Source: an optimization exercise on an open RTL-to-GDS flow (aim: small area, a short achievable clock period and few clock cycles per item). Production flows keep margins and buffers that such runs may drop.
RTL that was checked went through simulation tests only; none was proved equivalent to the original.
Only the layout flow was run in run 5; the RTL was not checked for function there.
No activity file was given, so power comes from the tool's default toggle rates.

--- flow/flow/run.sh ---
#!/bin/bash
# The standard layout, with plain buffers (buf_2) on the ports instead of the
# delay cells that buffer_ports picks by default. Every port still gets its buffer.
set -euo pipefail
bash standard.sh BUFFER_PORTS_ARGS="-buffer_cell sky130_fd_sc_hd__buf_2" finish > standard_flow.log 2>&1
--- flow/standard.sh ---
#!/bin/bash
# synth_recipe.tcl (not shown) runs the flow's synth.tcl, then flattens the netlist and writes it again
# the make line also repeats each setting of config.mk as NAME=value (left out here)
make -C /OpenROAD-flow-scripts/flow DESIGN_CONFIG=/design/flow/config.mk WORK_HOME=/design/flow/orfs CLKGATE_MAP_FILE= SYNTH_SCRIPT=/design/flow/synth_recipe.tcl "${@:-finish}"
--- flow/config.mk ---
export PLATFORM = sky130hd
export DESIGN_NAME = sensor_reading_band_statistics
export DESIGN_NICKNAME = sensor_reading_band_statistics
export VERILOG_FILES = /design/flow/design.v
export SDC_FILE = /design/flow/constraint.sdc
export NUM_CORES = 4
export LEC_CHECK = 0
export ABC_AREA = 1
export CAP_MARGIN = 20
export CORE_MARGIN = 2
export CORE_UTILIZATION = 65
export CTS_CLUSTER_DIAMETER = 60
export CTS_CLUSTER_SIZE = 24
export SETUP_SLACK_MARGIN = 3.6
export SLEW_MARGIN = 20
--- flow/constraint.sdc ---
create_clock -name core_clock -period 6.0 [get_ports {i_clk}]
set_input_delay 1.2000 -clock core_clock [delete_from_list [all_inputs] [get_ports {i_clk}]]
set_output_delay 1.2000 -clock core_clock [all_outputs]
set_load 0.01 [all_outputs]
--- flow/design.v ---
`default_nettype none
package srbs_pkg;
    localparam int unsigned LIMIT_W = 15;
    localparam int unsigned CNT_W   = 11;
    localparam int unsigned POS_W   = 10;
    localparam int unsigned SUM_W   = 25;
    localparam int unsigned DIV_STEPS = LIMIT_W;
    localparam int unsigned STEP_W    = 4;
    localparam logic [1:0] REG_NORMAL   = 2'd0;
    localparam logic [1:0] REG_WARNING  = 2'd1;
    localparam logic [1:0] REG_CRITICAL = 2'd2;
    localparam logic [1:0] REG_ALARM    = 2'd3;
    localparam logic [LIMIT_W-1:0] NORMAL_RESET   = 15'd464;
    localparam logic [LIMIT_W-1:0] WARNING_RESET  = 15'd704;
    localparam logic [LIMIT_W-1:0] CRITICAL_RESET = 15'd944;
    localparam logic [LIMIT_W-1:0] ALARM_RESET    = 15'd720;
    typedef struct packed {
        logic [LIMIT_W-1:0] normal_limit;
        logic [LIMIT_W-1:0] warning_limit;
        logic [LIMIT_W-1:0] critical_limit;
        logic [LIMIT_W-1:0] alarm_threshold;
    } t_cfg;
endpackage
`default_nettype wire
`default_nettype none
import srbs_pkg::*;
module srbs_regs (
    input  wire logic        i_clk,
    input  wire logic        i_rst_n,
    input  wire logic        psel,
    input  wire logic        penable,
    input  wire logic        pwrite,
    input  wire logic [3:0]  paddr,
    input  wire logic [31:0] pwdata,
    output logic      [31:0] prdata,
    output logic             pready,
    output srbs_pkg::t_cfg             o_cfg
);
    srbs_pkg::t_cfg             r_cfg;
    logic [1:0]       reg_idx;
    logic             wr_en;
    logic [LIMIT_W-1:0] rd_val;
    logic [LIMIT_W-1:0] r_rd_val;
    assign reg_idx = paddr[3:2];
    assign wr_en   = psel && penable && pwrite;
    assign pready  = 1'b1;
    always_ff @(posedge i_clk) begin
        if (!i_rst_n) begin
            r_cfg.normal_limit    <= NORMAL_RESET;
            r_cfg.warning_limit   <= WARNING_RESET;
            r_cfg.critical_limit  <= CRITICAL_RESET;
            r_cfg.alarm_threshold <= ALARM_RESET;
        end else if (wr_en) begin
            unique case (reg_idx)
                REG_NORMAL:   r_cfg.normal_limit    <= pwdata[LIMIT_W-1:0];
                REG_WARNING:  r_cfg.warning_limit   <= pwdata[LIMIT_W-1:0];
                REG_CRITICAL: r_cfg.critical_limit  <= pwdata[LIMIT_W-1:0];
                REG_ALARM:    r_cfg.alarm_threshold <= pwdata[LIMIT_W-1:0];
                default:      r_cfg <= r_cfg;
            endcase
        end
    end
    always_comb begin
        unique case (reg_idx)
            REG_NORMAL:   rd_val = r_cfg.normal_limit;
            REG_WARNING:  rd_val = r_cfg.warning_limit;
            REG_CRITICAL: rd_val = r_cfg.critical_limit;
            REG_ALARM:    rd_val = r_cfg.alarm_threshold;
            default:      rd_val = '0;
        endcase
    end
    always_ff @(posedge i_clk) begin
        r_rd_val <= rd_val;
    end
    assign prdata = {{(32-LIMIT_W){1'b0}}, r_rd_val};
    assign o_cfg  = r_cfg;
endmodule
`default_nettype wire
`default_nettype none
import srbs_pkg::*;
module srbs_ctrl (
    input  wire logic i_clk,
    input  wire logic i_rst_n,
    input  wire logic i_copy,      
    input  wire logic i_ready,
    output logic      o_busy,      
    output logic      o_busy_next,
    output logic      o_free,      
    output logic      o_div_step,  
    output logic      o_valid
);
    localparam logic [STEP_W-1:0] LAST_STEP = STEP_W'(DIV_STEPS - 1);
    logic              r_busy, r_valid;
    logic [STEP_W-1:0] r_step;
    assign o_div_step = r_busy && !r_valid;
    always_ff @(posedge i_clk) begin
        if (!i_rst_n) begin
            r_busy  <= 1'b0;
            r_valid <= 1'b0;
        end else if (i_copy) begin
            r_busy  <= 1'b1;
            r_valid <= 1'b0;
        end else if (r_valid) begin
            if (i_ready) begin
                r_busy  <= 1'b0;
                r_valid <= 1'b0;
            end
        end else if (r_busy && r_step == LAST_STEP) begin
            r_valid <= 1'b1;
        end
    end
    always_ff @(posedge i_clk) begin
        if (i_copy) begin
            r_step <= '0;
        end else if (o_div_step) begin
            r_step <= r_step + 1'b1;
        end
    end
    assign o_busy      = r_busy;
    assign o_free      = !r_busy;
    assign o_busy_next = i_rst_n && (i_copy || (r_busy && !(r_valid && i_ready)));
    assign o_valid = r_valid;
endmodule
`default_nettype wire
`default_nettype none
import srbs_pkg::*;
module srbs_dp #(
    parameter int unsigned CNT_CAP = 1024,
    parameter int unsigned POS_CAP = 1023
) (
    input  wire logic               i_clk,
    input  wire logic               i_rst_n,
    input  srbs_pkg::t_cfg          i_cfg,
    input  wire logic               i_valid,
    output logic                    o_ready,
    input  wire logic        [15:0] i_reading,
    input  wire logic               i_last,
    output logic                    o_copy,
    input  wire logic               i_busy,
    input  wire logic               i_free,
    input  wire logic               i_busy_next,
    input  wire logic               i_div_step,
    output logic [LIMIT_W-1:0]      o_min_reading,
    output logic [LIMIT_W-1:0]      o_max_reading,
    output logic [LIMIT_W-1:0]      o_avg_reading,
    output logic [CNT_W-1:0]        o_valid_count,
    output logic [CNT_W-1:0]        o_skipped_count,
    output logic [CNT_W-1:0]        o_normal_count,
    output logic [CNT_W-1:0]        o_warning_count,
    output logic [CNT_W-1:0]        o_critical_count,
    output logic [CNT_W-1:0]        o_shutdown_count,
    output logic [POS_W-1:0]        o_first_alarm_index,
    output logic                    o_alarm_seen,
    output logic                    o_batch_empty
);
    localparam logic [CNT_W-1:0] CAP  = CNT_W'(CNT_CAP);
    localparam logic [POS_W-1:0] PCAP = POS_W'(POS_CAP);
    function automatic logic [CNT_W-1:0] sat_inc(input logic [CNT_W-1:0] v);
        sat_inc = v[CNT_W-1] ? v : v + 1'b1;
    endfunction
    logic               r_in_v, r_in_last, r_in_ok, r_in_alarm;
    logic [LIMIT_W-1:0] r_in_val;
    logic [2:0]         r_in_le;
    logic               r_fresh, r_done, r_zero, r_first;
    logic [LIMIT_W-1:0] r_min, r_max;
    logic [LIMIT_W-1:0]       r_sum_lo;
    logic                     r_sum_c;
    logic [SUM_W-LIMIT_W-1:0] r_sum_hi;
    logic [CNT_W-1:0]   r_valid_total, r_skipped_total;
    logic [CNT_W-1:0]   r_band [4];
    logic [POS_W-1:0]   r_pos, r_alarm_idx;
    logic               r_alarm_flag, r_any;
    logic [LIMIT_W-1:0] r_o_min, r_o_max, r_o_avg;
    logic [CNT_W-2:0]   r_o_rem;
    logic [CNT_W-1:0]   r_o_valid, r_o_skipped;
    logic [CNT_W-1:0]   r_o_band [4];
    logic [POS_W-1:0]   r_o_alarm_idx;
    logic               r_o_alarm, r_o_empty;
    logic               stall, hold, fold, n_fresh, n_done, n_in_v, r_ready;
    logic               rd_ok;
    logic [LIMIT_W-1:0] rd_val;
    logic [2:0]         le_in;
    logic [3:0]         band_in;
    logic               ok_in, skip_in, alarm_in, first_alarm;
    logic [CNT_W-1:0]   cnt_sel, cnt_inc;
    logic               min_take, max_take;
    logic [CNT_W-1:0]   rem_sh;
    logic [CNT_W:0]     rem_diff;
    logic               rem_ge;
    assign stall   = r_done && !i_free;
    assign hold    = r_in_v && stall;
    assign fold    = r_in_v && !stall;
    assign o_copy  = r_done && i_free;
    assign o_ready = r_ready;
    assign rd_ok  = !i_reading[15];
    assign rd_val = i_reading[LIMIT_W-1:0];
    assign le_in[0] = rd_val <= i_cfg.normal_limit;
    assign le_in[1] = rd_val <= i_cfg.warning_limit;
    assign le_in[2] = rd_val <= i_cfg.critical_limit;
    always_ff @(posedge i_clk) begin
        if (!i_rst_n) begin
            r_in_v <= 1'b0;
        end else begin
            r_in_v <= n_in_v;
        end
    end
    assign n_in_v = hold || i_valid;
    always_ff @(posedge i_clk) begin
        if (!i_rst_n) begin
            r_ready <= 1'b1;
        end else begin
            r_ready <= !(n_in_v && n_done && i_busy_next);
        end
    end
    always_ff @(posedge i_clk) begin
        if (!hold) begin
            r_in_val   <= rd_val;
            r_in_last  <= i_last;
            r_in_ok    <= rd_ok;
            r_in_alarm <= rd_val >= i_cfg.alarm_threshold;
            r_in_le    <= le_in;
        end
    end
    always_comb begin
        n_fresh = r_fresh;
        n_done  = r_done;
        if (fold) begin
            n_fresh = 1'b0;
            n_done  = r_in_last;
        end else if (o_copy) begin
            n_fresh = 1'b1;
            n_done  = 1'b0;
        end
    end
    always_ff @(posedge i_clk) begin
        if (!i_rst_n) begin
            r_fresh <= 1'b1;
            r_done  <= 1'b0;
            r_zero  <= 1'b1;
            r_first <= 1'b1;
        end else begin
            r_fresh <= n_fresh;
            r_done  <= n_done;
            r_zero  <= n_fresh || n_done;
            r_first <= n_fresh || n_done || !(stall ? r_any : (ok_in || (!r_zero && r_any)));
        end
    end
    assign ok_in       = r_in_v && r_in_ok;
    assign skip_in     = r_in_v && !r_in_ok;
    assign alarm_in    = ok_in && r_in_alarm;
    assign band_in[0]  = ok_in && r_in_le[0];
    assign band_in[1]  = ok_in && !r_in_le[0] && r_in_le[1];
    assign band_in[2]  = ok_in && !r_in_le[0] && !r_in_le[1] && r_in_le[2];
    assign band_in[3]  = ok_in && !r_in_le[0] && !r_in_le[1] && !r_in_le[2];
    always_comb begin
        cnt_sel = {CNT_W{skip_in}} & r_skipped_total;
        for (int b = 0; b < 4; b++) begin
            cnt_sel = cnt_sel | ({CNT_W{band_in[b]}} & r_band[b]);
        end
    end
    assign cnt_inc = sat_inc(cnt_sel);
    assign first_alarm = alarm_in && (r_zero || !r_alarm_flag);
    assign min_take    = ok_in && (r_first || r_in_val < r_min);
    assign max_take    = ok_in && (r_first || r_in_val > r_max);
    always_ff @(posedge i_clk) begin
        if (!stall) begin
            if (min_take) begin
                r_min <= r_in_val;
            end else if (r_zero) begin
                r_min <= '0;
            end
            if (max_take) begin
                r_max <= r_in_val;
            end else if (r_zero) begin
                r_max <= '0;
            end
            if (r_zero) begin
                r_sum_lo <= ok_in ? r_in_val : '0;
                r_sum_c  <= 1'b0;
                r_sum_hi <= '0;
            end else begin
                if (ok_in && !r_valid_total[CNT_W-1]) begin
                    {r_sum_c, r_sum_lo} <= {1'b0, r_sum_lo} + {1'b0, r_in_val};
                end else begin
                    r_sum_c <= 1'b0;
                end
                r_sum_hi <= r_sum_hi + r_sum_c;
            end
            if (r_zero) begin
                r_valid_total <= CNT_W'(ok_in);
            end else if (ok_in) begin
                r_valid_total <= sat_inc(r_valid_total);
            end
            if (r_zero) begin
                r_skipped_total <= CNT_W'(skip_in);
            end else if (skip_in) begin
                r_skipped_total <= cnt_inc;
            end
            for (int b = 0; b < 4; b++) begin
                if (r_zero) begin
                    r_band[b] <= CNT_W'(band_in[b]);
                end else if (band_in[b]) begin
                    r_band[b] <= cnt_inc;
                end
            end
            if (r_zero) begin
                r_pos <= POS_W'(r_in_v);
            end else if (r_in_v && r_pos != PCAP) begin
                r_pos <= r_pos + 1'b1;
            end
            if (first_alarm) begin
                r_alarm_idx <= r_zero ? '0 : r_pos;
            end else if (r_zero) begin
                r_alarm_idx <= '0;
            end
            r_alarm_flag <= alarm_in || (!r_zero && r_alarm_flag);
            r_any        <= ok_in || (!r_zero && r_any);
        end
    end
    assign rem_sh = {r_o_rem, r_o_avg[LIMIT_W-1]};
    assign rem_diff = {1'b0, rem_sh} - {1'b0, r_o_valid};
    assign rem_ge   = !r_o_empty && !rem_diff[CNT_W];
    always_ff @(posedge i_clk) begin
        if (o_copy) begin
            r_o_min       <= r_min;
            r_o_max       <= r_max;
            r_o_rem       <= r_sum_hi + r_sum_c;
            r_o_avg       <= r_sum_lo;
            r_o_valid     <= r_valid_total;
            r_o_skipped   <= r_skipped_total;
            r_o_alarm_idx <= r_alarm_idx;
            r_o_alarm     <= r_alarm_flag;
            r_o_empty     <= !r_any;
            for (int b = 0; b < 4; b++) begin
                r_o_band[b] <= r_band[b];
            end
        end else if (i_div_step) begin
            r_o_rem <= rem_ge ? rem_diff[CNT_W-2:0] : rem_sh[CNT_W-2:0];
            r_o_avg <= {r_o_avg[LIMIT_W-2:0], rem_ge};
        end
    end
    assign o_min_reading       = r_o_min;
    assign o_max_reading       = r_o_max;
    assign o_avg_reading       = r_o_avg;
    assign o_valid_count       = r_o_valid;
    assign o_skipped_count     = r_o_skipped;
    assign o_normal_count      = r_o_band[0];
    assign o_warning_count     = r_o_band[1];
    assign o_critical_count    = r_o_band[2];
    assign o_shutdown_count    = r_o_band[3];
    assign o_first_alarm_index = r_o_alarm_idx;
    assign o_alarm_seen        = r_o_alarm;
    assign o_batch_empty       = r_o_empty;
endmodule
`default_nettype wire
`default_nettype none
import srbs_pkg::*;
module sensor_reading_band_statistics #(
    parameter int unsigned MAX_READINGS = 1024
) (
    input  wire logic               i_clk,
    input  wire logic               i_rst_n,
    input  wire logic               i_valid,
    output logic                    o_ready,
    input  wire logic signed [15:0] i_reading,
    input  wire logic               i_last,
    output logic                    o_valid,
    input  wire logic               i_ready,
    output logic [LIMIT_W-1:0]      o_min_reading,
    output logic [LIMIT_W-1:0]      o_max_reading,
    output logic [LIMIT_W-1:0]      o_avg_reading,
    output logic [CNT_W-1:0]        o_valid_count,
    output logic [CNT_W-1:0]        o_skipped_count,
    output logic [CNT_W-1:0]        o_normal_count,
    output logic [CNT_W-1:0]        o_warning_count,
    output logic [CNT_W-1:0]        o_critical_count,
    output logic [CNT_W-1:0]        o_shutdown_count,
    output logic [POS_W-1:0]        o_first_alarm_index,
    output logic                    o_alarm_seen,
    output logic                    o_batch_empty,
    input  wire logic               psel,
    input  wire logic               penable,
    input  wire logic               pwrite,
    input  wire logic [3:0]         paddr,
    input  wire logic [31:0]        pwdata,
    output logic      [31:0]        prdata,
    output logic                    pready
);
    localparam int unsigned CNT_CAP = (MAX_READINGS > 2047) ? 2047 : MAX_READINGS;
    localparam int unsigned POS_CAP = (MAX_READINGS - 1 > 1023) ? 1023 : MAX_READINGS - 1;
    srbs_pkg::t_cfg cfg;
    logic           copy, busy, busy_next, free, div_step;
    srbs_regs u_regs (
        .i_clk   (i_clk),
        .i_rst_n (i_rst_n),
        .psel    (psel),
        .penable (penable),
        .pwrite  (pwrite),
        .paddr   (paddr),
        .pwdata  (pwdata),
        .prdata  (prdata),
        .pready  (pready),
        .o_cfg   (cfg)
    );
    srbs_ctrl u_ctrl (
        .i_clk      (i_clk),
        .i_rst_n    (i_rst_n),
        .i_copy     (copy),
        .i_ready    (i_ready),
        .o_busy     (busy),
        .o_busy_next(busy_next),
        .o_free     (free),
        .o_div_step (div_step),
        .o_valid    (o_valid)
    );
    srbs_dp #(
        .CNT_CAP (CNT_CAP),
        .POS_CAP (POS_CAP)
    ) u_dp (
        .i_clk               (i_clk),
        .i_rst_n             (i_rst_n),
        .i_cfg               (cfg),
        .i_valid             (i_valid),
        .o_ready             (o_ready),
        .i_reading           (i_reading),
        .i_last              (i_last),
        .o_copy              (copy),
        .i_busy              (busy),
        .i_busy_next         (busy_next),
        .i_free              (free),
        .i_div_step          (div_step),
        .o_min_reading       (o_min_reading),
        .o_max_reading       (o_max_reading),
        .o_avg_reading       (o_avg_reading),
        .o_valid_count       (o_valid_count),
        .o_skipped_count     (o_skipped_count),
        .o_normal_count      (o_normal_count),
        .o_warning_count     (o_warning_count),
        .o_critical_count    (o_critical_count),
        .o_shutdown_count    (o_shutdown_count),
        .o_first_alarm_index (o_first_alarm_index),
        .o_alarm_seen        (o_alarm_seen),
        .o_batch_empty       (o_batch_empty)
    );
endmodule
`default_nettype wire
==> results of run 1 <==
## worst paths after layout
| check | start | endpoint | slack, ns | depth (start not counted) |
|---|---|---|---|---|
| worst max-delay path | u_dp.r_in_val[14]$_DFFE_PN_ | u_dp.r_min[2]$_SDFFCE_PN0P_ | 3.51 | 10 |
| worst min-delay path | u_dp.r_alarm_idx[4]$_SDFFCE_PP0P_ | u_dp.r_o_alarm_idx[4]$_DFFE_PP_ | 0.42 | 0 |
| worst max register to register | u_dp.r_in_val[14]$_DFFE_PN_ | u_dp.r_min[2]$_SDFFCE_PN0P_ | 3.51 | 10 |
| worst min register to register | u_dp.r_alarm_idx[4]$_SDFFCE_PP0P_ | u_dp.r_o_alarm_idx[4]$_DFFE_PP_ | 0.42 | 0 |
## per-stage QoR
step / power [mW] / hold slack, ns / area (um^2) / util
detailed placement: 3.87 / 0.405 / 19200 / 0.710
global route: 6.17 / 0.433 / 20900 / 0.771
global placement: 3.84 / 0.407 / 19200 / 0.710
CTS: 5.94 / 0.426 / 20500 / 0.757
floorplan: 3.64 / 0.400 / 18100 / -
finish: 5.97 / 0.423 / 20900 / 0.771
## synth_stat cells, types with 4 or more instances
library cell / number / area (um^2)
a21o_1: 5 / 37.5
o22ai_1: 12 / 75.1
xnor2_1: 8 / 70.1
nor3b_1: 4 / 30.0
nor2_2: 4 / 25.0
ha_1: 122 / 1530
o21ai_1: 5 / 25.0
nand2_1: 275 / 1030
a31oi_1: 6 / 37.5
nor3_1: 22 / 110
buf_2: 4 / 20.0
nand4_1: 40 / 250
nand3_1: 60 / 300
clkbuf_1: 33 / 124
a21oi_1: 137 / 686
o21a_1: 5 / 37.5
dfxtp_1: 88 / 1760
nor2_1: 152 / 571
nand3_2: 7 / 70.1
buf_4: 20 / 150
o211ai_1: 18 / 135
a21boi_0: 5 / 37.5
nor2_4: 5 / 56.3
inv_2: 6 / 22.5
xor2_1: 11 / 96.3
o21bai_1: 5 / 37.5
inv_1: 242 / 908
o21ai_0: 132 / 661
edfxtp_1: 297 / 8920
## power groups by stage
stage               logic, mW  registers (mW)  clock network [mW]
finish                  0.722            3.16                2.09
global route            0.805            3.18                2.18
CTS                     0.677            3.16                2.10
detailed placement      0.649            3.22                   0
global placement        0.627            3.22                   0
floorplan               0.449            3.19                   0
## registers in the layout, summed over array words and instances, names as in the netlist, 11 cells and up
signal and count:
u_dp.r_band 44, u_dp.r_in_val 15, u_dp.r_max 15, u_dp.r_min 15
u_dp.r_o_avg 15, u_dp.r_o_band 44, u_dp.r_o_max 15, u_dp.r_o_min 15
u_dp.r_o_skipped 11, u_dp.r_o_valid 11, u_dp.r_skipped_total 11, u_dp.r_sum_lo 15
u_dp.r_valid_total 11, u_regs.r_cfg 60, u_regs.r_rd_val 15
## critical path, delay by kind of cell (launching register included)
kind / cells / cell delay, ns
DFF: 1 / 0.51
and+or+nand+nor: 6 / 0.92
adders and majority gates: 1 / 0.32
buffers and inverters: 1 / 0.10
AOI/OAI and AO/OA: 2 / 0.34
## kinds of logic (layout without fill, tap and decap cells)
family / Yosys count / in the layout
fa+ha+maj: 124 / 124
simple gates: 577 / 579
buf+inv: 309 / 538
xor+xnor: 19 / 19
other cells: 2 / 21
flops: 385 / 385
compound gates: 339 / 339
## layout make-up
type	instances	area, um^2
fill	1811	6210
inverter	248	976
tap	372	465
timing repair inverter	4	27.5
clock inverter	17	223
timing repair buffer	235	1340
sequential	385	10700
clock buffer	34	818
multi-input combinational	1079	6350
antenna	3	7.51
## metal layers
metal	vias up	global-route usage	routed length, um
met5	-	0	7
met3	95	0.0382	2970
met2	557	0.488	21500
li1	6457	-	-
met4	2	0.100	1400
met1	6451	0.386	17800
## timing repair
| action | in CTS | in global routing |
|---|---|---|
| resized for setup | 28 | 41 |
| buffers inserted | 15 | 24 |
| hold buffers | 0 | 0 |
| gates cloned | 4 | 3 |
| pin swaps | 2 | 6 |
| endpoints found under the setup margin | 367 | 216 |
==> flow_metrics.py, run 1 <==
metrics = {
    "worst_setup_path": {
        "crit_top_cell": "nand2_4",
        "critical_path_required_ns": 6.28,
        "critPathKind": "register to register",
        "critPathSlowestCell": "edfxtp_1",
        "path_cells": "ha_4 > nand2_1 > inv_1 > nand3_1 > nor3_2 > o21ai_1 > o2111ai_1 > nand2_2 > nand2_4 > nand2_4",
        "cpPeakStageDelay_ns": 0.51,
        "critPathCaptureType": "register",
        "path_max_fanout": 7,
        "startpoint_type": "register",
        "arrival_ns": 2.77,
    },
    "logic_synthesis": {
        "synth_cell_types": 45,
        "synthSimpleGateAreaFrac": 0.139,
        "synth_top_family_by_area": "simple AND/OR/NAND/NOR gates",
        "yosysSeqAreaShare": 0.592,
        "synthFlopType": "edfxtp_1",
        "synth_enable_flop_cells": 297,
        "ys_seq_elements": 385,
        "synth.cell_area_mm2": 0.0180,
        "synth_xor_area_frac": 0.00923,
        "syn_area_per_cell_um2": 10.3,
        "async_flop_share": 0,
        "synth_cells": 1755,
        "synthAdderAreaFrac": 0.0869,
        "synth_mux_area_frac": 0,
        "synth-compound-area-share": 0.102,
        "synth_warnings": 5,
    },
    "cts": {
        "htree_levels": 1,
        "clockBufferDepth": 3,
        "cts_tree": "done",
        "clkLatencyLatePin_ns": 0.57,
        "clock-sinks": 385,
        "path_clk_slew_ns": 0.08,
        "cts_buffers": 28,
        "cts_root_buf": "clkbuf_16",
    },
    "sta": {
        "max_slew_margin": 0.393,
        "setup_tns_ns": 0,
        "min_period_ns": 2.49,
        "fin_crit_sh": 0.415,
        "hold_viol": 0,
        "fin_worst_skew_ns": 0.0180,
        "tightest_slew_ns": 0.908,
        "rsz0062_at_grt": "true",
        "finalWorstSetupSlack_ns": 3.51,
        "setup_violations": 0,
        "max_freq_mhz": 401,
        "drv_slew": 0,
    },
    "global_route": {
        "grt_overflow": 0,
        "grt_max_degree": 90,
        "antenna_found_initial": 4,
        "grt_usage": 0.288,
        "grt_pass1_vias": 12400,
        "grt_pass1_wl_um": 64800,
    },
    "drt": {
        "routed_wl_um": 43700,
        "dr.pass1.iters": 5,
        "drc": 0,
        "initialDrtViolationCount": 1226,
        "ant_nets": 0,
        "wl_per_cell_um": 18.4,
        "vias": 13600,
        "viasPerCell": 5.71,
    },
    "power_and_ir_drop": {
        "swShare": 0.267,
        "cellInternalPower_mw": 4.38,
        "power_switching_mw": 1.60,
        "vdd_drop_max_mv": 0.264,
        "seqPwrFrac": 0.530,
        "power_frac_clock": 0.350,
        "leakagePower_nw": 8.88,
        "p_per_area_mw_per_mm2": 286,
        "power_frac_comb": 0.121,
    },
    "die": {
        "fp.dieW_um": 171,
        "ioPinCount": 218,
        "die_h_um": 171,
        "rows": 60,
        "start_util": 0.666,
        "die_area_mm2": 0.0291,
        "core-area_mm2": 0.0271,
    },
    "placed_design": {
        "preCtsSetupSlack_ns": 2.71,
        "dp.cells": 2277,
        "numPortBuffers": 180,
        "dp_hpwl_um": 29100,
        "gp_congestion": 0.910,
    },
    "run": {
        "maxCapViolCount": 0,
    },
    "worst_hold_path": {
        "min_path_type": "register to register",
    },
    "status": {
        "status": "finished clean",
    },
    "finish": {
        "instances_no_fill": 2377,
        "synthToLayoutAreaGrowth_pct": 15.8,
        "fin_nets": 2165,
        "layout-drive-gt1-share": 0.177,
        "layout_common_cells": "edfxtp_1 (297), nand2_1 (265), inv_1 (235)",
        "layout_commonest_cell": "edfxtp_1",
    },
}
Testbench counts, summed over its fixed seeds: cycles 13,449, batches 384.
==> run 2, diff against run 1 <==
--- a/flow/config.mk
+++ b/flow/config.mk
@@ -11,5 +11,5 @@
 export CORE_UTILIZATION = 65
 export CTS_CLUSTER_DIAMETER = 60
 export CTS_CLUSTER_SIZE = 24
-export SETUP_SLACK_MARGIN = 3.6
+export SETUP_SLACK_MARGIN = 3.5
 export SLEW_MARGIN = 20
==> run 2 against run 1 <==
- routed wire length down 4.7%
- clock-buffer cell count down 4
- clock power down 7%
- non-clock buffer count down 26
- cell area down 2.0%
- flip-flop and latch count unchanged
- combinational power down 4.8%
- worst hold slack worse by 0.0011 ns
- critical endpoint is now o_avg_reading[13]
- die area unchanged
- clock skew about the same
- first-iteration DRC count down 15%
==> flow_metrics.py, run 2 <==
metrics = {
    "cts": {
        "cts_tree": "done",
        "cts_root_buf": "clkbuf_16",
        "clock-sinks": 385,
        "postCtsHoldBufs": 0,
        "clockBufferDepth": 3,
        "cts_buffers": 27,
        "htree_levels": 1,
        "clkLatencyLatePin_ns": 0.57,
        "path_clk_slew_ns": 0.09,
    },
    "run": {
        "maxCapViolCount": 0,
    },
    "finish": {
        "largest_reg_flops": 60,
        "multiInputGateArea_mm2": 0.00626,
        "top_register": "u_regs.r_cfg",
        "regArea_mm2": 0.0107,
        "layout_common_cells": "edfxtp_1 (297), nand2_1 (270), inv_1 (236)",
        "finish.utilization": 0.755,
        "largestRegisters": "u_regs.r_cfg: 60 flops, u_dp.r_band: 44 flops, u_dp.r_o_band: 44 flops",
        "fin_nets": 2137,
        "design_area_mm2": 0.0205,
        "synthToLayoutAreaGrowth_pct": 13.5,
        "layout_commonest_cell": "edfxtp_1",
        "fill_cells": 1897,
        "layout-drive-gt1-share": 0.157,
    },
    "logic_synthesis": {
        "synth_cells": 1755,
        "syn_area_per_cell_um2": 10.3,
        "async_flop_share": 0,
        "synth_common_cells": "edfxtp_1 (297), nand2_1 (275), inv_1 (242), nor2_1 (152), a21oi_1 (137)",
        "synth_cell_types": 45,
        "synth_warnings": 5,
        "synth.area.top_cells": "edfxtp_1 (49%), dfxtp_1 (9.8%), ha_1 (8.5%), nand2_1 (5.7%), inv_1 (5.0%)",
        "yosysSeqAreaShare": 0.592,
        "yosysMostFrequentCell": "edfxtp_1",
        "synth_enable_flop_cells": 297,
        "synthFlopType": "edfxtp_1",
        "ys_seq_elements": 385,
        "synth.largest_area_cell": "edfxtp_1",
        "synth_top_cell_area_share": 0.494,
        "synth.cell_area_mm2": 0.0180,
    },
    "sta": {
        "rsz0062_at_grt": "true",
        "hold_viol": 0,
        "drv_slew": 0,
        "tightest_slew_ns": 0.904,
        "max_freq_mhz": 416,
        "fin_worst_skew_ns": 0.0182,
        "min_period_ns": 2.40,
        "setup_violations": 0,
        "fin_crit_sh": 0.400,
        "max_slew_margin": 0.396,
        "worst_hold_slack_ns": 0.422,
        "setup_tns_ns": 0,
    },
    "worst_hold_path": {
        "min_to": "u_dp.r_o_alarm_idx[5]$_DFFE_PP_",
        "hold_depth": 0,
        "hold_start": "u_dp.r_alarm_idx[5]$_SDFFCE_PP0P_",
        "min_path_type": "register to register",
    },
    "power_and_ir_drop": {
        "vdd_drop_max_mv": 0.272,
        "p_per_area_mw_per_mm2": 283,
        "leakagePower_nw": 8.67,
    },
    "worst_setup_path": {
        "r2r_start": "u_dp.r_in_val[5]$_DFFE_PN_",
        "critPathKind": "register to primary output",
        "critPathCaptureType": "primary output",
        "ff2ff_setup_slack_ns": 3.60,
        "critical_path_buf_inv_count": 1,
        "worst-r2r-cell-count": 10,
        "path_cells": "buf_2",
        "critPathSlowestCell": "edfxtp_1",
        "cpPeakStageDelay_ns": 0.46,
        "r2r-end": "u_dp.r_min[13]$_SDFFCE_PN0P_",
        "arrival_ns": 1.20,
        "critical_path_required_ns": 4.80,
        "startpoint_type": "register",
        "path_max_fanout": 2,
        "path_delay_family": "flip-flops",
    },
    "drt": {
        "routed_wl_um": 41700,
        "drc": 0,
        "viasPerCell": 5.61,
        "ant_nets": 0,
        "dr.pass1.iters": 5,
        "vias": 13200,
        "initialDrtViolationCount": 1048,
        "wl_per_cell_um": 17.8,
    },
    "die": {
        "core-area_mm2": 0.0271,
        "fp.dieW_um": 171,
        "die_h_um": 171,
        "rows": 60,
        "ioPinCount": 218,
        "start_util": 0.666,
        "die_area_mm2": 0.0291,
    },
    "placed_design": {
        "dp_hpwl_um": 29000,
        "numPortBuffers": 180,
        "gp_congestion": 0.940,
        "dpl_cell_area_mm2": 0.0192,
    },
    "global_route": {
        "grt_pass1_wl_um": 63200,
        "grt_usage": 0.280,
        "grt_overflow": 0,
        "antenna_found_initial": 1,
        "grt_pass1_vias": 12200,
        "grt_max_degree": 92,
    },
    "status": {
        "status": "finished clean",
    },
}
==> run 2: power by group <==
group / internal (mW) / total, mW / leakage (nW) / switching [mW]
Combinational: 0.236 / 0.687 / 4.41 / 0.451
Sequential: 3.05 / 3.16 / 3.81 / 0.105
Clock: 0.946 / 1.94 / 0.446 / 0.998
==> run 2: worst max-delay path by stage <==
stage,startpoint,end,slack [ns],cells after the start
2_1_floorplan,u_ctrl.r_busy$_SDFFE_PN0P_,u_dp.r_o_alarm$_DFFE_PP_,3.56,4
3_3_place_gp,paddr[3],u_regs.r_cfg[21]$_SDFFE_PN0P_,2.09,8
3_5_place_dp,paddr[3],u_regs.r_cfg[17]$_SDFFE_PN0P_,1.96,8
4_1_cts,u_dp.r_in_val[14]$_DFFE_PN_,u_dp.r_min[1]$_SDFFCE_PN0P_,3.49,10
5_1_grt,psel,u_regs.r_cfg[36]$_SDFFE_PN1P_,3.48,7
6_report,u_dp.r_o_avg[13]$_DFFE_PP_,o_avg_reading[13],3.60,1
==> run 2: cells by family (layout without fill, tap and decap cells) <==
kind of cell / after synthesis / after routing / share of synthesized area
buffers and inverters: 309 / 510 / 0.0700
adders and majority gates: 124 / 124 / 0.0869
and+or+nand+nor: 577 / 578 / 0.139
other: 2 / 19 / 0.000416
AOI/OAI and AO/OA: 339 / 339 / 0.102
DFF: 385 / 385 / 0.592
xor gates and xnor gates: 19 / 19 / 0.00923
==> run 2: final cells by class <==
class / instances / share of cell area
sequential: 385 / 0.522
multi-input combinational: 1078 / 0.306
timing repair buffer: 209 / 0.0555
inverter: 248 / 0.0466
clock buffer: 30 / 0.0346
tap: 372 / 0.0227
clock inverter: 19 / 0.0111
timing repair inverter: 4 / 0.00122
antenna: 1 / 0.000122
==> run 2: per-stage QoR <==
step | cells | setup slack, ns | total power [mW]
floorplan | 1771 | 3.56 | 3.64
global placement | 2277 | 2.09 | 3.84
detailed placement | 2277 | 1.96 | 3.87
CTS | 2332 | 3.49 | 5.79
global route | 2345 | 3.48 | 5.99
finish | 2346 | 3.60 | 5.79
==> run 2: timing repair <==
| action | CTS | global route |
|---|---|---|
| endpoints found under the setup margin | 143 | 139 |
| setup buffers | 5 | 9 |
| gates cloned | 1 | 4 |
| resized for setup | 13 | 24 |
| pin swaps | 1 | 3 |
==> run 2: metal layers <==
layer	track usage	part of all wire
met5	0	0
met3	0.0368	0.070
met2	0.470	0.48
met1	0.386	0.43
met4	0.0784	0.025
==> run 3, diff against run 2 <==
--- a/flow/config.mk
+++ b/flow/config.mk
@@ -8,7 +8,7 @@
 export ABC_AREA = 1
 export CAP_MARGIN = 20
 export CORE_MARGIN = 2
-export CORE_UTILIZATION = 65
+export CORE_UTILIZATION = 72
 export CTS_CLUSTER_DIAMETER = 60
 export CTS_CLUSTER_SIZE = 24
 export SETUP_SLACK_MARGIN = 3.5
==> run 3 against run 2 <==
- utilization is 8.1 points higher
- critical endpoint is now u_dp.r_max[4]$_SDFFCE_PN0P_
- synthesized cell count stayed put
- clock power is essentially flat
- flip-flop and latch count did not move
- global-route usage is 6.1 points higher
- sequential power barely moved
- critical path type is now register to register
- largest power group unchanged
- worst hold slack improved by 0.0076 ns
- cell area about the same
- register-to-register slack lost 0.14 ns
- via count rose by 6.6%
- total power up 0.83%
==> flow_metrics.py, run 3 <==
metrics = {
    "power_and_ir_drop": {
        "vdd_drop_max_mv": 0.272,
        "p_per_area_mw_per_mm2": 285,
        "finalPower_mw": 5.84,
        "leakagePower_nw": 8.71,
    },
    "cts": {
        "clkLatencyLatePin_ns": 0.57,
        "cts_root_buf": "clkbuf_16",
        "clock-sinks": 385,
        "htree_levels": 1,
        "clockBufferDepth": 3,
        "path_clk_slew_ns": 0.10,
        "postCtsHoldBufs": 0,
        "cts_buffers": 27,
        "cts_tree": "done",
    },
    "worst_setup_path": {
        "critPathCaptureType": "register",
        "cpPeakStageDelay_ns": 0.50,
        "ff2ff_setup_slack_ns": 3.45,
        "critPathKind": "register to register",
        "path_cells": "nand2_1 > inv_2 > nor2_1 > inv_1 > a31oi_1 > buf_4",
        "critPathSlowestCell": "nand2_1",
        "r2r_start": "u_ctrl.r_busy$_SDFFE_PN0P_",
        "arrival_ns": 2.79,
        "critical_path_required_ns": 6.24,
        "path_max_fanout": 15,
        "startpoint_type": "register",
        "worst-r2r-cell-count": 6,
        "r2r-end": "u_dp.r_max[4]$_SDFFCE_PN0P_",
    },
    "sta": {
        "min_period_ns": 2.55,
        "setup_tns_ns": 0,
        "rsz0062_at_grt": "true",
        "fin_crit_sh": 0.424,
        "tightest_slew_ns": 1.03,
        "max_slew_margin": 0.313,
        "setup_violations": 0,
        "max_freq_mhz": 393,
        "fin_worst_skew_ns": 0.0182,
        "hold_viol": 0,
        "drv_slew": 0,
    },
    "global_route": {
        "antenna_found_initial": 0,
        "grt_pass1_wl_um": 69700,
        "grt_usage": 0.341,
        "grt_overflow": 0,
        "grt_max_degree": 76,
        "grt_pass1_vias": 13400,
    },
    "logic_synthesis": {
        "syn_area_per_cell_um2": 10.3,
        "async_flop_share": 0,
        "synth_cell_types": 45,
        "yosysSeqAreaShare": 0.592,
        "synth_top_cell_area_share": 0.494,
        "synth_warnings": 5,
        "synthFlopType": "edfxtp_1",
        "synth_enable_flop_cells": 297,
        "yosysMostFrequentCell": "edfxtp_1",
        "synth.area.top_cells": "edfxtp_1 (49%), dfxtp_1 (9.8%), ha_1 (8.5%), nand2_1 (5.7%), inv_1 (5.0%)",
        "ys_seq_elements": 385,
        "synth_cells": 1755,
        "synth_common_cells": "edfxtp_1 (297), nand2_1 (275), inv_1 (242), nor2_1 (152), a21oi_1 (137)",
        "synth.cell_area_mm2": 0.0180,
        "synth.largest_area_cell": "edfxtp_1",
    },
    "finish": {
        "fin_nets": 2144,
        "layout_commonest_cell": "edfxtp_1",
        "layout-drive-gt1-share": 0.164,
        "layout_common_cells": "edfxtp_1 (297), nand2_1 (266), inv_1 (236)",
        "largestRegisters": "u_regs.r_cfg: 60 flops, u_dp.r_band: 44 flops, u_dp.r_o_band: 44 flops",
        "synthToLayoutAreaGrowth_pct": 13.4,
        "largest_reg_flops": 60,
        "top_register": "u_regs.r_cfg",
        "antenna_cells": 0,
    },
    "placed_design": {
        "gp_congestion": 0.935,
        "numPortBuffers": 180,
        "dp_hpwl_um": 30400,
    },
    "drt": {
        "drc": 0,
        "dr.pass1.iters": 6,
        "ant_nets": 0,
        "initialDrtViolationCount": 1660,
        "viasPerCell": 6.10,
        "routed_wl_um": 46300,
        "vias": 14000,
        "wl_per_cell_um": 20.1,
    },
    "run": {
        "maxCapViolCount": 0,
    },
    "die": {
        "rows": 57,
        "die_h_um": 162,
        "die_area_mm2": 0.0263,
        "core-area_mm2": 0.0245,
        "fp.dieW_um": 162,
        "ioPinCount": 218,
        "start_util": 0.737,
    },
    "worst_hold_path": {
        "hold_depth": 0,
        "hold_start": "u_dp.r_alarm_idx[3]$_SDFFCE_PP0P_",
        "min_to": "u_dp.r_o_alarm_idx[3]$_DFFE_PP_",
        "min_path_type": "register to register",
    },
    "status": {
        "status": "finished clean",
    },
}
==> run 3: cell counts after synthesis <==
Identical to the previous run, type by type.
==> run 3: logic make-up (layout without fill, tap and decap cells) <==
logic type | Yosys count | count (layout) | synth area share
compound gates | 339 | 339 | 0.102
xor+xnor | 19 | 19 | 0.00923
fa+ha+maj | 124 | 124 | 0.0869
buf+inv | 309 | 515 | 0.0700
flops | 385 | 385 | 0.592
other cells | 2 | 18 | 0.000416
simple gates | 577 | 580 | 0.139
==> run 3: critical path, delay by kind of cell (launching register included) <==
family                 cells  cell delay [ns]
and+or+nand+nor            2             0.75
AOI/OAI and AO/OA          1             0.27
DFF                        1             0.34
buffers and inverters      3             0.84
==> run 3: cell type report <==
cell class | instances | area [um^2]
clock inverter | 19 | 225
sequential | 385 | 10700
multi-input combinational | 1080 | 6300
fill | 1306 | 4010
tap | 324 | 405
clock buffer | 30 | 697
timing repair buffer | 215 | 1170
inverter | 248 | 958
timing repair inverter | 3 | 20.0
==> run 3: routing by layer <==
metal	track usage	part of all wire
met5	0	0
met4	0.136	0.036
met3	0.0442	0.088
met2	0.575	0.49
met1	0.454	0.38
==> run 3: timing repair <==
item,CTS,global route
pin swaps,2,3
endpoints found under the hold margin,0,0
gates cloned,3,3
setup buffers,3,19
endpoints found under the setup margin,287,187
resized for setup,25,26
==> run 3: metrics by stage <==
step | cell area (um^2) | std cells | utilization | setup slack, ns | hold WS, ns
2_1_floorplan | 18100 | 1771 | - | 3.56 | 0.400
4_1_cts | 20200 | 2282 | 0.826 | 3.47 | 0.429
5_1_grt | 20500 | 2304 | 0.836 | 3.29 | 0.434
6_report | 20500 | 2304 | 0.836 | 3.45 | 0.430
3_3_place_gp | 19200 | 2227 | 0.784 | 2.15 | 0.401
3_5_place_dp | 19200 | 2227 | 0.784 | 2.04 | 0.407
==> run 3: how the worst max path moves through the flow <==
stage                                          start                             to  slack (ns)  depth (start not counted)
final                     u_ctrl.r_busy$_SDFFE_PN0P_    u_dp.r_max[4]$_SDFFCE_PN0P_        3.45                          6
after global routing          u_dp.r_done$_SDFF_PN0_    u_dp.r_max[4]$_SDFFCE_PN0P_        3.29                          6
after CTS                 u_ctrl.r_busy$_SDFFE_PN0P_      u_dp.r_o_avg[0]$_DFFE_PP_        3.47                          5
after detailed placement                    paddr[3]  u_regs.r_cfg[28]$_SDFFE_PN0P_        2.04                          8
after global placement                      paddr[3]  u_regs.r_cfg[21]$_SDFFE_PN0P_        2.15                          8
after floorplan           u_ctrl.r_busy$_SDFFE_PN0P_       u_dp.r_o_alarm$_DFFE_PP_        3.56                          4
==> run 3: where the power goes <==
group,switching [mW],leakage (nW),internal [mW]
Combinational,0.486,4.45,0.241
Sequential,0.113,3.81,3.05
Clock,1.03,0.445,0.909
==> run 4, diff against run 3 <==
--- a/flow/config.mk
+++ b/flow/config.mk
@@ -8,8 +8,8 @@
 export ABC_AREA = 1
 export CAP_MARGIN = 20
 export CORE_MARGIN = 2
-export CORE_UTILIZATION = 72
-export CTS_CLUSTER_DIAMETER = 60
-export CTS_CLUSTER_SIZE = 24
+export CORE_UTILIZATION = 65
+export CTS_CLUSTER_DIAMETER = 70
+export CTS_CLUSTER_SIZE = 30
 export SETUP_SLACK_MARGIN = 3.5
 export SLEW_MARGIN = 20
==> run 4 against run 3 <==
- clock skew increased by 0.0057 ns
- clock-buffer cell count shrank 6
- sequential share of layout area up 0.41 points
- largest cell class unchanged
- highest routed layer unchanged
- largest power group unchanged
- flip-flop and latch count stayed put
==> flow_metrics.py, run 4 <==
metrics = {
    "status": {
        "status": "finished clean",
    },
    "placed_design": {
        "numPortBuffers": 180,
        "dp_hpwl_um": 29000,
        "dp.cells": 2277,
        "dpl_cell_area_mm2": 0.0192,
        "gp_congestion": 0.940,
        "preCtsSetupSlack_ns": 1.96,
    },
    "logic_synthesis": {
        "synth_warnings": 5,
        "synth_common_cells": "edfxtp_1 (297), nand2_1 (275), inv_1 (242), nor2_1 (152), a21oi_1 (137)",
        "synthFlopType": "edfxtp_1",
        "yosysMostFrequentCell": "edfxtp_1",
        "synth_mux_area_frac": 0,
        "synth_xor_area_frac": 0.00923,
        "synth_enable_flop_cells": 297,
        "synth.area.top_cells": "edfxtp_1 (49%), dfxtp_1 (9.8%), ha_1 (8.5%), nand2_1 (5.7%), inv_1 (5.0%)",
        "synth_cell_types": 45,
        "synth-compound-area-share": 0.102,
        "synth_top_family_by_area": "simple AND/OR/NAND/NOR gates",
        "synthSimpleGateAreaFrac": 0.139,
        "synthAdderAreaFrac": 0.0869,
        "async_flop_share": 0,
        "synth_top_cell_area_share": 0.494,
        "synth.cell_area_mm2": 0.0180,
        "yosysSeqAreaShare": 0.592,
        "syn_area_per_cell_um2": 10.3,
        "synth.largest_area_cell": "edfxtp_1",
        "ys_seq_elements": 385,
        "synth_cells": 1755,
    },
    "worst_hold_path": {
        "hold_depth": 0,
        "min_path_type": "register to register",
    },
    "die": {
        "rows": 60,
        "ioPinCount": 218,
        "die_h_um": 171,
        "start_util": 0.666,
        "core-area_mm2": 0.0271,
        "die_area_mm2": 0.0291,
        "fp.dieW_um": 171,
    },
    "sta": {
        "drv_slew": 0,
        "hold_viol": 0,
        "setup_tns_ns": 0,
        "setup_violations": 0,
        "min_period_ns": 2.42,
        "max_freq_mhz": 412,
        "tightest_slew_ns": 0.897,
        "rsz0062_at_grt": "true",
        "fin_worst_skew_ns": 0.0240,
        "fin_crit_sh": 0.404,
        "finalWorstSetupSlack_ns": 3.58,
        "max_slew_margin": 0.401,
    },
    "finish": {
        "synthToLayoutAreaGrowth_pct": 12.5,
        "instances_no_fill": 2337,
        "fill_cells": 1936,
        "largestRegisters": "u_regs.r_cfg: 60 flops, u_dp.r_band: 44 flops, u_dp.r_o_band: 44 flops",
        "layout_commonest_cell": "edfxtp_1",
        "top_register": "u_regs.r_cfg",
        "layout_common_cells": "edfxtp_1 (297), nand2_1 (270), inv_1 (236)",
        "largest_reg_flops": 60,
        "regArea_mm2": 0.0107,
        "multiInputGateArea_mm2": 0.00627,
        "fin_nets": 2134,
        "layout-drive-gt1-share": 0.153,
        "design_area_mm2": 0.0203,
    },
    "drt": {
        "ant_nets": 0,
        "drc": 0,
        "wl_per_cell_um": 17.8,
        "initialDrtViolationCount": 1162,
        "vias": 13100,
        "dr.pass1.iters": 5,
        "viasPerCell": 5.60,
        "routed_wl_um": 41500,
    },
    "worst_setup_path": {
        "critPathSlowestCell": "edfxtp_1",
        "worst-r2r-cell-count": 10,
        "path_depth": 10,
        "critical_path_required_ns": 6.23,
        "path_cells": "ha_1 > nand2_1 > inv_1 > nand3_1 > a21oi_1 > o21ai_1 > o2111ai_1 > nand2_1 > nand2_1 > nand2_8",
        "path_max_fanout": 15,
        "crit_top_cell": "nand2_1",
        "critical_path_buf_inv_count": 1,
        "arrival_ns": 2.66,
        "critPathCaptureType": "register",
        "cpPeakStageDelay_ns": 0.53,
        "startpoint_type": "register",
        "path_delay_family": "simple AND/OR/NAND/NOR gates",
        "critPathKind": "register to register",
    },
    "cts": {
        "path_clk_slew_ns": 0.10,
        "clockBufferDepth": 3,
        "cts_buffers": 21,
        "htree_levels": 1,
        "cts_root_buf": "clkbuf_16",
        "postCtsHoldBufs": 0,
        "clock-sinks": 385,
        "clkLatencyLatePin_ns": 0.54,
        "cts_tree": "done",
    },
    "global_route": {
        "grt_usage": 0.278,
        "antenna_found_initial": 1,
        "grt_max_degree": 92,
        "grt_pass1_vias": 12100,
        "grt_overflow": 0,
        "grt_pass1_wl_um": 63000,
    },
    "power_and_ir_drop": {
        "vdd_drop_max_mv": 0.230,
        "p_per_area_mw_per_mm2": 273,
        "leakagePower_nw": 8.59,
    },
    "run": {
        "maxCapViolCount": 0,
    },
}
run 4: cell count changes in the layout (fill, tap and decap cells not counted), moves of 2 or more:
cell | previous run | this run
nor2_2 | 8 | 5
o21ai_2 | 3 | 1
inv_16 | 1 | 4
nand2_1 | 266 | 270
inv_12 | 3 | 1
inv_6 | 6 | 1
clkbuf_16 | 27 | 21
nor2_1 | 145 | 148
nand2_2 | 8 | 4
o21ai_1 | 6 | 8
buf_4 | 34 | 30
run 4: kinds of logic (layout without fill, tap and decap cells):
group / count (synthesis) / after routing
xor+xnor: 19 / 19
simple gates: 577 / 578
fa+ha+maj: 124 / 124
compound gates: 339 / 339
buf+inv: 309 / 501
flops: 385 / 385
other cells: 2 / 19
run 4: metrics by stage:
| step | total power, mW | util | hold slack [ns] |
|---|---|---|---|
| after global routing | 5.76 | 0.749 | 0.412 |
| final | 5.55 | 0.749 | 0.410 |
| after CTS | 5.55 | 0.741 | 0.412 |
| after floorplan | 3.64 | - | 0.400 |
| after global placement | 3.84 | 0.710 | 0.404 |
| after detailed placement | 3.87 | 0.710 | 0.405 |
run 4: area by class of cell:
cell class | count | share of cell area
repair buffers | 212 | 0.0570
repair inverters | 4 | 0.00123
clock buffers | 24 | 0.0264
clock inverters | 13 | 0.0102
diodes | 1 | 0.000123
inverters | 248 | 0.0470
well taps | 372 | 0.0229
multi-input cells | 1078 | 0.309
flip-flops and latches | 385 | 0.526
run 4: worst paths after layout:
check,start,end,slack (ns)
max,u_dp.r_in_val[5]$_DFFE_PN_,u_dp.r_min[11]$_SDFFCE_PN0P_,3.58
min,u_dp.r_alarm_idx[2]$_SDFFCE_PP0P_,u_dp.r_o_alarm_idx[2]$_DFFE_PP_,0.41
max reg2reg,u_dp.r_in_val[5]$_DFFE_PN_,u_dp.r_min[11]$_SDFFCE_PN0P_,3.58
min reg2reg,u_dp.r_alarm_idx[2]$_SDFFCE_PP0P_,u_dp.r_o_alarm_idx[2]$_DFFE_PP_,0.41
run 4: power breakdown:
group / switching, mW / internal (mW)
clock: 0.946 / 0.757
sequential: 0.106 / 3.05
combinational: 0.452 / 0.236
total: 1.50 / 4.05
run 4: what timing repair did:
action	4_1_cts	5_1_grt
setup endpoints to repair	144	134
pin swaps	1	5
cloned	1	4
resized for setup	14	24
buffers inserted	4	13
run 4: layer usage:
layer  share of wire  global-route usage  vias to the layer above
li1                -                   -                     6381
met5               0                   0                        -
met2            0.48               0.470                      496
met1            0.42               0.387                     6143
met4           0.024              0.0680                        0
met3           0.073              0.0349                       68
run 4: worst reg2reg max path, stage by stage (launching register included):
cell       delay, ns
edfxtp_1        0.53
ha_1            0.35
nand2_1         0.08
inv_1           0.04
nand3_1         0.09
a21oi_1         0.07
o21ai_1         0.20
o2111ai_1       0.23
nand2_1         0.19
nand2_1         0.15
nand2_8         0.18
==> run 5, diff against run 4 <==
--- a/flow/design.v
+++ b/flow/design.v
@@ -182,7 +182,6 @@
     logic [2:0]         le_in;
     logic [3:0]         band_in;
     logic               ok_in, skip_in, alarm_in, first_alarm;
-    logic [CNT_W-1:0]   cnt_sel, cnt_inc;
     logic               min_take, max_take;
     logic [CNT_W-1:0]   rem_sh;
     logic [CNT_W:0]     rem_diff;
@@ -252,13 +251,6 @@
     assign band_in[1]  = ok_in && !r_in_le[0] && r_in_le[1];
     assign band_in[2]  = ok_in && !r_in_le[0] && !r_in_le[1] && r_in_le[2];
     assign band_in[3]  = ok_in && !r_in_le[0] && !r_in_le[1] && !r_in_le[2];
-    always_comb begin
-        cnt_sel = {CNT_W{skip_in}} & r_skipped_total;
-        for (int b = 0; b < 4; b++) begin
-            cnt_sel = cnt_sel | ({CNT_W{band_in[b]}} & r_band[b]);
-        end
-    end
-    assign cnt_inc = sat_inc(cnt_sel);
     assign first_alarm = alarm_in && (r_zero || !r_alarm_flag);
     assign min_take    = ok_in && (r_first || r_in_val < r_min);
     assign max_take    = ok_in && (r_first || r_in_val > r_max);
@@ -294,13 +286,13 @@
             if (r_zero) begin
                 r_skipped_total <= CNT_W'(skip_in);
             end else if (skip_in) begin
-                r_skipped_total <= cnt_inc;
+                r_skipped_total <= sat_inc(r_skipped_total);
             end
             for (int b = 0; b < 4; b++) begin
                 if (r_zero) begin
                     r_band[b] <= CNT_W'(band_in[b]);
                 end else if (band_in[b]) begin
-                    r_band[b] <= cnt_inc;
+                    r_band[b] <= sat_inc(r_band[b]);
                 end
             end
             if (r_zero) begin
--- a/flow/config.mk
+++ b/flow/config.mk
@@ -9,7 +9,7 @@
 export CAP_MARGIN = 20
 export CORE_MARGIN = 2
 export CORE_UTILIZATION = 65
-export CTS_CLUSTER_DIAMETER = 70
-export CTS_CLUSTER_SIZE = 30
+export CTS_CLUSTER_DIAMETER = 60
+export CTS_CLUSTER_SIZE = 24
 export SETUP_SLACK_MARGIN = 3.5
 export SLEW_MARGIN = 20
==> run 5 against run 4 <==
- routed wire length is 1.1% lower
- first-iteration DRC count is 3.8% higher
- flip-flop and latch count is the same
- largest cell class unchanged
- synthesized cell count increased by 8.1%
- clock power up 28%
- combinational power barely moved
- total power up 8.9%
- critical endpoint is now u_regs.r_cfg[39]$_SDFFE_PN1P_
- synthesized area rose by 3.2%
- worst hold slack improved by 0.018 ns
- final cell count up 6.5%
- setup slack lost 0.021 ns
- global-route usage shrank 0.78 points
==> flow_metrics.py, run 5 <==
metrics = {
    "drt": {
        "vias": 13800,
        "viasPerCell": 5.54,
        "wl_per_cell_um": 16.5,
        "initialDrtViolationCount": 1206,
        "routed_wl_um": 41100,
        "drc": 0,
        "dr.pass1.iters": 7,
        "ant_nets": 0,
    },
    "sta": {
        "finalWorstSetupSlack_ns": 3.55,
        "min_period_ns": 2.45,
        "tightest_slew_ns": 1.11,
        "fin_worst_skew_ns": 0.0153,
        "hold_viol": 0,
        "setup_violations": 0,
        "rsz0062_at_grt": "true",
        "max_slew_margin": 0.258,
        "setup_tns_ns": 0,
        "fin_crit_sh": 0.408,
        "drv_slew": 0,
        "max_freq_mhz": 409,
    },
    "logic_synthesis": {
        "synth_cells": 1897,
        "synth-compound-area-share": 0.0998,
        "synthFlopType": "edfxtp_1",
        "synth.largest_area_cell": "edfxtp_1",
        "synth_enable_flop_cells": 297,
        "synth_xor_area_frac": 0.00518,
        "synth_top_cell_area_share": 0.479,
        "syn_area_per_cell_um2": 9.81,
        "ys_seq_elements": 385,
        "synth_warnings": 5,
        "synthSimpleGateAreaFrac": 0.158,
        "synthAdderAreaFrac": 0.0869,
        "yosysSeqAreaShare": 0.574,
        "async_flop_share": 0,
        "synth.cell_area_mm2": 0.0186,
        "synth_cell_types": 42,
        "synth_common_cells": "nand2_1 (344), edfxtp_1 (297), inv_1 (280), a21oi_1 (168), nor2_1 (144)",
        "synth_mux_area_frac": 0,
        "yosysMostFrequentCell": "nand2_1",
        "synth.area.top_cells": "edfxtp_1 (48%), dfxtp_1 (9.5%), ha_1 (8.5%), nand2_1 (6.9%), inv_1 (5.6%)",
        "synth_top_family_by_area": "simple AND/OR/NAND/NOR gates",
    },
    "finish": {
        "synthToLayoutAreaGrowth_pct": 12.7,
        "layout_common_cells": "nand2_1 (339), edfxtp_1 (297), inv_1 (278)",
        "fin_nets": 2273,
        "top_register": "u_regs.r_cfg",
        "layout_commonest_cell": "nand2_1",
        "largestRegisters": "u_regs.r_cfg: 60 flops, u_dp.r_band: 44 flops, u_dp.r_o_band: 44 flops",
        "largest_reg_flops": 60,
        "layout-drive-gt1-share": 0.138,
        "fill_cells": 1985,
    },
    "die": {
        "rows": 61,
        "start_util": 0.664,
        "fp.dieW_um": 173,
        "core-area_mm2": 0.0280,
        "ioPinCount": 218,
        "die_h_um": 173,
        "die_area_mm2": 0.0300,
    },
    "global_route": {
        "grt_max_degree": 86,
        "grt_pass1_vias": 13100,
        "antenna_found_initial": 1,
        "grt_pass1_wl_um": 65100,
        "grt_usage": 0.270,
        "grt_overflow": 0,
    },
    "worst_setup_path": {
        "arrival_ns": 2.85,
        "critPathKind": "input port to register",
        "r2r_start": "u_dp.r_zero$_SDFF_PN1_",
        "startpoint_type": "input port",
        "path_max_fanout": 24,
        "worst-r2r-cell-count": 6,
        "r2r-end": "u_dp.r_pos[9]$_SDFFCE_PP0P_",
        "critPathCaptureType": "register",
        "ff2ff_setup_slack_ns": 3.60,
        "critical_path_required_ns": 6.40,
    },
    "cts": {
        "cts_buffers": 30,
        "path_clk_slew_ns": 0.08,
        "cts_root_buf": "clkbuf_16",
        "clockBufferDepth": 3,
        "cts_tree": "done",
        "clock-sinks": 385,
        "htree_levels": 1,
        "postCtsHoldBufs": 0,
        "clkLatencyLatePin_ns": 0.58,
    },
    "placed_design": {
        "gp_congestion": 0.927,
        "numPortBuffers": 180,
        "preCtsSetupSlack_ns": 2.98,
        "dp_hpwl_um": 29300,
    },
    "worst_hold_path": {
        "hold_depth": 0,
        "hold_start": "u_dp.r_alarm_idx[0]$_SDFFCE_PP0P_",
        "min_path_type": "register to register",
        "min_to": "u_dp.r_o_alarm_idx[0]$_DFFE_PP_",
    },
    "power_and_ir_drop": {
        "p_per_area_mw_per_mm2": 288,
        "vdd_drop_max_mv": 0.218,
        "leakagePower_nw": 9.06,
    },
    "status": {
        "status": "finished clean",
    },
    "run": {
        "maxCapViolCount": 0,
    },
}
-- run 5: cell count changes after synthesis, moves of 8 or more --
| cell | delta |
|---|---|
| clkbuf_1 | -18 |
| inv_1 | +38 |
| o21ai_1 | +10 |
| nand4_1 | -23 |
| nor3_1 | +19 |
| a21oi_1 | +31 |
| nor3b_1 | +9 |
| nor2_1 | -8 |
| nand2_1 | +69 |
| buf_2 | +9 |
| nand3_1 | +22 |
-- run 5: worst max-delay path, stage by stage --
cell and delay, ns:
buf_2 0.17, inv_1 0.09, nor2_4 0.46, nand2_2 0.46, inv_1 0.35, o211ai_1 0.12
-- run 5: how the worst max path moves through the flow --
stage | cells after the start | startpoint | slack (ns) | end
6_report | 6 | paddr[2] | 3.55 | u_regs.r_cfg[39]$_SDFFE_PN1P_
5_1_grt | 6 | u_dp.r_zero$_SDFF_PN1_ | 3.45 | u_dp.r_pos[9]$_SDFFCE_PP0P_
4_1_cts | 6 | u_dp.r_done$_SDFF_PN0_ | 3.60 | u_dp.r_pos[9]$_SDFFCE_PP0P_
3_5_place_dp | 5 | u_dp.r_zero$_SDFF_PN1_ | 2.98 | u_dp.r_min[11]$_SDFFCE_PN0P_
3_3_place_gp | 5 | u_dp.r_zero$_SDFF_PN1_ | 3.04 | u_dp.r_min[12]$_SDFFCE_PN0P_
2_1_floorplan | 7 | u_dp.r_done$_SDFF_PN0_ | 3.53 | u_dp.r_band[0][0]$_DFFE_PP_
-- run 5: area by class of cell --
type                    instances  area, um^2  area share
diodes                          1        2.50    0.000119
clock buffers                  31         776      0.0370
clock inverters                25         338      0.0161
inverters                     289        1100      0.0523
multi-input cells            1186        6600       0.315
flip-flops and latches        385       10700       0.509
well taps                     378         473      0.0226
repair buffers                192         995      0.0474
repair inverters                1        5.00    0.000239
-- run 5: report_power, final --
group	internal [mW]	switching [mW]
registers	3.06	0.125
clock network	1.07	1.10
logic	0.238	0.450
-- run 5: metrics by stage --
| stage | util | hold WS, ns | instances | power [mW] | area, um^2 |
|---|---|---|---|---|---|
| floorplan | - | 0.400 | 1913 | 3.69 | 18700 |
| global placement | 0.707 | 0.402 | 2429 | 3.89 | 19800 |
| detailed placement | 0.707 | 0.409 | 2429 | 3.92 | 19800 |
| CTS | 0.748 | 0.429 | 2487 | 6.06 | 20900 |
| global route | 0.748 | 0.434 | 2488 | 6.29 | 21000 |
| finish | 0.748 | 0.428 | 2488 | 6.04 | 21000 |
-- run 5: repair_timing --
action,4_1_cts,5_1_grt
cloned,1,0
buffers inserted,1,0
gates resized for setup,7,6
endpoints found under the setup margin,166,127
-- run 5: cell families (layout without fill, tap and decap cells) --
family                   Yosys count  after routing
AO/OA/AOI/OAI                    351            351
XOR/XNOR                          11             11
adder cells (fa/ha/maj)          128            128
buffers and inverters            342            538
flip-flops                       385            385
other                              2             19
AND/OR/NAND/NOR                  678            678
-- run 5: per-layer routing --
metal | GRT usage | part of all wire
met2 | 0.467 | 0.49
met3 | 0.0332 | 0.060
met5 | 0 | 0
met1 | 0.354 | 0.42
met4 | 0.0975 | 0.034

==> port drivers added, routing unchanged <==
Ports are ideal in the flow. The routed layouts listed here were re-timed in OpenROAD.
Step 1, drivers: a clkbuf_16 drives i_clk and a buf_2 each remaining input, both assumed.
Step 2, shift: input delay + t, output delay - t, t = (earliest + latest rising clock arrival at the registers) / 2. This alone moves slack from input paths to output paths.
a / b / c = ideal / step 1 / step 2; a / b = the first two.
run	t (ns)	setup WS [ns]	hold slack, ns	worst setup path after step 2	worst register clock-pin slew, ns
run 1	0.615	3.508 / 3.508 / 3.107	0.423 / 0.423 / 0.423	input to register	0.09 / 0.09
run 2	0.609	3.598 / 3.546 / 3.067	0.422 / 0.422 / 0.422	input to register	0.09 / 0.09
run 3	0.612	3.454 / 3.454 / 3.023	0.430 / 0.430 / 0.430	input to register	0.10 / 0.10
run 4	0.579	3.575 / 3.575 / 3.055	0.410 / 0.410 / 0.410	input to register	0.11 / 0.11
run 5	0.623	3.554 / 3.556 / 2.964	0.428 / 0.428 / 0.428	input to register	0.09 / 0.09
After both steps every run listed still meets setup and hold. For run 5, which loses most, drivers alone change the setup slack by +0.002 ns; drivers and shift together by -0.590 ns.
